What follows belongs to an exercise in optimizing a design on an open flow for small area and a short achievable clock period; a production flow would make more cautious choices.

before:
==> flow/design.v <==
package lrm_pkg;
    localparam int unsigned DATA_W    = 8;
    localparam int unsigned SAMPLE_W  = 17;
    localparam int unsigned RESULT_W  = 25;
    localparam int unsigned CYCLE_W   = 32;
    localparam int unsigned X_MSB     = 16;
    localparam int unsigned Y_MSB     = 8;
    localparam int unsigned PRED_BIT  = 0;
    localparam int unsigned MIN_TRAIN = 2;
    localparam logic [1:0] ST_IDLE   = 2'd0;
    localparam logic [1:0] ST_STREAM = 2'd1;
    localparam logic [1:0] ST_DRAIN  = 2'd2;
    typedef struct packed {
        logic              fit_ok;
        logic [DATA_W-1:0] yp;
        logic [DATA_W-1:0] a;
        logic [DATA_W-1:0] b;
    } result_t;
endpackage
module lrm_sync_fifo #(
    parameter int unsigned WIDTH = 17,
    parameter int unsigned DEPTH = 62,
    parameter int unsigned AW    = $clog2(DEPTH)
) (
    input  logic             clk,
    input  logic             we,
    input  logic [AW-1:0]    wa,
    input  logic [WIDTH-1:0] din,
    input  logic [AW-1:0]    ra,
    output logic [WIDTH-1:0] dout
);
    logic [WIDTH-1:0] mem [DEPTH];
    always_ff @(posedge clk) begin
        if (we) begin
            mem[wa] <= din;
        end
    end
    always_comb begin
        dout = '0;
        for (int i = 0; i < DEPTH; i++) begin
            dout = dout | (mem[i] & {WIDTH{ra == AW'(i)}});
        end
    end
endmodule
module lrm_sample_feeder #(
    parameter int unsigned DEPTH     = 64,
    parameter int unsigned RES_DEPTH = 8
) (
    input  logic                 CLK,
    input  logic                 RESET_N,
    input  logic                 START,
    input  logic                 WR_EN,
    input  logic [lrm_pkg::SAMPLE_W-1:0]  WR_DATA,
    output logic                 FULL,
    input  logic                 LRM_READY,
    output logic [lrm_pkg::DATA_W-1:0]    LRM_XI,
    output logic [lrm_pkg::DATA_W-1:0]    LRM_YI,
    output logic                 LRM_PREDICT,
    output logic                 LRM_VALID,
    input  logic                 LRM_DONE,
    input  logic [lrm_pkg::DATA_W-1:0]    LRM_YP,
    input  logic [lrm_pkg::DATA_W-1:0]    LRM_A,
    input  logic [lrm_pkg::DATA_W-1:0]    LRM_B,
    input  logic                 RD_EN,
    output logic [lrm_pkg::RESULT_W-1:0]  RD_DATA,
    output logic                 RES_EMPTY,
    output logic [lrm_pkg::DATA_W-1:0]    TRAIN_CNT,
    output logic [lrm_pkg::DATA_W-1:0]    OUTSTANDING,
    output logic [lrm_pkg::CYCLE_W-1:0]   CYCLES,
    output logic                 BUSY,
    output logic                 FINISHED,
    output logic                 ERR
);
    localparam int unsigned SW  = lrm_pkg::SAMPLE_W;
    localparam int unsigned RW  = lrm_pkg::RESULT_W;
    localparam int unsigned SMD = DEPTH - 2;        
    localparam int unsigned RMD = RES_DEPTH - 1;    
    localparam int unsigned SAW = $clog2(SMD);
    localparam int unsigned RAW = $clog2(RMD);
    localparam int unsigned SCW = $clog2(DEPTH + 1);
    localparam int unsigned RCW = $clog2(RES_DEPTH + 1);
    logic stream;                  
    logic stream_next, busy_next, finished_next;
    logic s_empty;                 
    logic r_full;                  
    logic out_zero;
    assign out_zero = (OUTSTANDING == '0);
    always_comb begin
        stream_next   = (!BUSY && START) || (stream && !s_empty);
        finished_next = BUSY && !stream && out_zero && !LRM_DONE;
        busy_next     = (!BUSY && START) || stream || (BUSY && !finished_next);
    end
    always_ff @(posedge CLK or negedge RESET_N) begin
        if (!RESET_N) begin
            stream   <= 1'b0;
            BUSY     <= 1'b0;
            FINISHED <= 1'b0;
            ERR      <= 1'b0;
        end else begin
            stream   <= stream_next;
            BUSY     <= busy_next;
            FINISHED <= finished_next;
            if ((WR_EN && FULL) || (LRM_DONE && r_full)) begin
                ERR <= 1'b1;
            end
        end
    end
    logic [SCW-1:0] s_cnt;
    logic [SW-1:0]  s_h, s_n, s_mhead;
    logic [SAW-1:0] s_wp, s_rp;
    logic           s_push, s_pop, s_mwe;
    logic           s_ge2, s_ge3;
    logic           s_empty_next, s_full_next, valid_next;
    logic [SW-1:0]  s_h_next;
    assign s_push = WR_EN && !FULL;
    assign s_pop  = LRM_VALID && LRM_READY;
    assign s_ge2  = (s_cnt >= SCW'(2));
    assign s_ge3  = (s_cnt >= SCW'(3));
    assign s_mwe  = s_push && (s_ge3 || (s_ge2 && !s_pop));
    lrm_sync_fifo #(
        .WIDTH (SW),
        .DEPTH (SMD)
    ) u_sample_mem (
        .clk  (CLK),
        .we   (s_mwe),
        .wa   (s_wp),
        .din  (WR_DATA),
        .ra   (s_rp),
        .dout (s_mhead)
    );
    always_comb begin
        if (s_pop) begin
            s_h_next     = s_ge2 ? s_n : WR_DATA;
            s_empty_next = !s_ge2 && !s_push;
        end else begin
            s_h_next     = s_empty ? WR_DATA : s_h;
            s_empty_next = s_empty && !s_push;
        end
        s_full_next = s_pop ? 1'b0 : (FULL || (s_cnt == SCW'(DEPTH - 1) && s_push));
        valid_next  = stream_next && !s_empty_next;
    end
    always_ff @(posedge CLK) begin
        s_h <= s_h_next;
        if (s_pop) begin
            s_n <= s_ge3 ? s_mhead : WR_DATA;
        end else if (!s_ge2) begin
            s_n <= WR_DATA;
        end
    end
    always_ff @(posedge CLK or negedge RESET_N) begin
        if (!RESET_N) begin
            s_cnt       <= '0;
            s_wp        <= '0;
            s_rp        <= '0;
            s_empty     <= 1'b1;
            FULL        <= 1'b0;
            LRM_VALID   <= 1'b0;
            LRM_XI      <= '0;
            LRM_YI      <= '0;
            LRM_PREDICT <= 1'b0;
        end else begin
            s_cnt   <= s_cnt + SCW'(s_push) - SCW'(s_pop);
            if (s_mwe) begin
                s_wp <= (s_wp == SAW'(SMD - 1)) ? '0 : s_wp + SAW'(1);
            end
            if (s_pop && s_ge3) begin
                s_rp <= (s_rp == SAW'(SMD - 1)) ? '0 : s_rp + SAW'(1);
            end
            s_empty   <= s_empty_next;
            FULL      <= s_full_next;
            LRM_VALID <= valid_next;
            {LRM_XI, LRM_YI, LRM_PREDICT} <= valid_next ? s_h_next : '0;
        end
    end
    logic [RCW-1:0] r_cnt;
    logic [RW-1:0]  r_din, r_mhead;
    logic [RAW-1:0] r_wp, r_rp;
    logic           r_push, r_pop, r_mwe, r_ge2;
    logic           fit_ok_c;
    assign fit_ok_c = (TRAIN_CNT >= lrm_pkg::DATA_W'(lrm_pkg::MIN_TRAIN));
    assign r_din    = {fit_ok_c, LRM_YP, LRM_A, LRM_B};
    assign r_push   = LRM_DONE && !r_full;
    assign r_pop    = RD_EN && !RES_EMPTY;
    assign r_ge2    = (r_cnt >= RCW'(2));
    assign r_mwe    = r_push && (r_ge2 || (!RES_EMPTY && !r_pop));
    lrm_sync_fifo #(
        .WIDTH (RW),
        .DEPTH (RMD)
    ) u_result_mem (
        .clk  (CLK),
        .we   (r_mwe),
        .wa   (r_wp),
        .din  (r_din),
        .ra   (r_rp),
        .dout (r_mhead)
    );
    always_ff @(posedge CLK or negedge RESET_N) begin
        if (!RESET_N) begin
            r_cnt     <= '0;
            r_wp      <= '0;
            r_rp      <= '0;
            RES_EMPTY <= 1'b1;
            r_full    <= 1'b0;
            RD_DATA   <= '0;
        end else begin
            r_cnt <= r_cnt + RCW'(r_push) - RCW'(r_pop);
            if (r_mwe) begin
                r_wp <= (r_wp == RAW'(RMD - 1)) ? '0 : r_wp + RAW'(1);
            end
            if (r_pop && r_ge2) begin
                r_rp <= (r_rp == RAW'(RMD - 1)) ? '0 : r_rp + RAW'(1);
            end
            if (r_pop) begin
                RES_EMPTY <= !r_ge2 && !r_push;
                r_full    <= 1'b0;
                if (r_ge2) begin
                    RD_DATA <= r_mhead;
                end else begin
                    RD_DATA <= r_push ? r_din : '0;
                end
            end else begin
                RES_EMPTY <= RES_EMPTY && !r_push;
                r_full    <= r_full || (r_cnt == RCW'(RES_DEPTH - 1) && r_push);
                if (RES_EMPTY) begin
                    RD_DATA <= r_push ? r_din : '0;
                end
            end
        end
    end
    always_ff @(posedge CLK or negedge RESET_N) begin
        if (!RESET_N) begin
            CYCLES      <= '0;
            TRAIN_CNT   <= '0;
            OUTSTANDING <= '0;
        end else if (!BUSY && START) begin
            CYCLES      <= '0;
            TRAIN_CNT   <= '0;
            OUTSTANDING <= '0;
        end else begin
            if (BUSY) begin
                CYCLES <= CYCLES + lrm_pkg::CYCLE_W'(1);
            end
            if (s_pop && !s_h[0] && (TRAIN_CNT != {lrm_pkg::DATA_W{1'b1}})) begin
                TRAIN_CNT <= TRAIN_CNT + lrm_pkg::DATA_W'(1);
            end
            case ({s_pop && s_h[0], LRM_DONE})
                2'b10: OUTSTANDING <= OUTSTANDING + lrm_pkg::DATA_W'(1);
                2'b01: begin
                    if (!out_zero) begin
                        OUTSTANDING <= OUTSTANDING - lrm_pkg::DATA_W'(1);
                    end
                end
                default: begin
                end
            endcase
        end
    end
endmodule
export LEC_CHECK = 0
export CAP_MARGIN = 20
export CORE_MARGIN = 2
export CORE_UTILIZATION = 40
export PLACE_DENSITY = 0.6
export SLEW_MARGIN = 20
create_clock -name core_clock -period 5.0 [get_ports {CLK}]
run.sh (not shown) runs the stock make flow with config.mk's settings and CLKGATE_MAP_FILE= SYNTH_SCRIPT=/design/flow/synth_recipe.tcl, a recipe that flattens the netlist after the stock synthesis.
before completed end to end with timing, DRC and antenna clean.
## Diff of input files: after against before
--- a/flow/design.v
+++ b/flow/design.v
@@ -116,13 +116,13 @@
     assign s_pop  = LRM_VALID && LRM_READY;
     assign s_ge2  = (s_cnt >= SCW'(2));
     assign s_ge3  = (s_cnt >= SCW'(3));
-    assign s_mwe  = s_push && (s_ge3 || (s_ge2 && !s_pop));
+    assign s_mwe  = s_push && (s_ge3 || (s_ge2 && !s_pop));    
     lrm_sync_fifo #(
         .WIDTH (SW),
         .DEPTH (SMD)
     ) u_sample_mem (
         .clk  (CLK),
-        .we   (s_mwe),
+        .we   (s_push),
         .wa   (s_wp),
         .din  (WR_DATA),
         .ra   (s_rp),
@@ -159,7 +159,11 @@
             LRM_YI      <= '0;
             LRM_PREDICT <= 1'b0;
         end else begin
-            s_cnt   <= s_cnt + SCW'(s_push) - SCW'(s_pop);
+            case ({s_push, s_pop})
+                2'b10:   s_cnt <= s_cnt + SCW'(1);
+                2'b01:   s_cnt <= s_cnt - SCW'(1);
+                default: s_cnt <= s_cnt;
+            endcase
             if (s_mwe) begin
                 s_wp <= (s_wp == SAW'(SMD - 1)) ? '0 : s_wp + SAW'(1);
             end
@@ -188,7 +192,7 @@
         .DEPTH (RMD)
     ) u_result_mem (
         .clk  (CLK),
-        .we   (r_mwe),
+        .we   (r_push),
         .wa   (r_wp),
         .din  (r_din),
         .ra   (r_rp),
@@ -203,7 +207,11 @@
             r_full    <= 1'b0;
             RD_DATA   <= '0;
         end else begin
-            r_cnt <= r_cnt + RCW'(r_push) - RCW'(r_pop);
+            case ({r_push, r_pop})
+                2'b10:   r_cnt <= r_cnt + RCW'(1);
+                2'b01:   r_cnt <= r_cnt - RCW'(1);
+                default: r_cnt <= r_cnt;
+            endcase
             if (r_mwe) begin
                 r_wp <= (r_wp == RAW'(RMD - 1)) ? '0 : r_wp + RAW'(1);
             end
- before → after: sequential share of layout area +1.1 points; minimum hold slack rose 0.032 ns; synthesized area now smaller.
- Diff before -> after: total half-perimeter wirelength after legalization and detailed placement decreased 3.0%, worst clock skew went up 0.010 ns.
- Comparing net count after synthesis for after and before, the bigger number came from before.
- Comparing after and before, the lower arrival time at the worst endpoint was measured on before.
- In the tables for after and before, ratio of routed vias to standard cells reads higher with after.
No functional check of the RTL was part of any run of this note.

-- what the ideal ports hide --
In the flow no input, the clock included, has a driving cell. The finished layouts below were timed again as built, in two steps.
Step 1 sets driving cells, clkbuf_16 on the clock port and buf_2 on the other inputs (assumed; they add their load-dependent delay and slew).
Step 2 times the ports against the registers' clock, not the clock port: input delays grow and output delays shrink by t, the midpoint of the rising clock arrivals with the driver on.
a / b / c = no drivers / after step 1 / after step 2; a / b = the first two.
run	t (ns)	setup slack, ns	hold WS [ns]	latest minus earliest clock arrival (ns)	worst register clock-pin slew, ns
before	0.849	0.863 / 0.863 / 0.863	0.186 / 0.154 / 0.446	0.034 / 0.035	0.07 / 0.07
after	0.859	0.629 / 0.629 / 0.427	0.218 / 0.184 / 0.441	0.043 / 0.043	0.07 / 0.07
After both steps setup and hold are still met in every run listed. For after, which loses most, drivers alone change the setup slack by 0.000 ns; drivers and shift together by -0.202 ns.
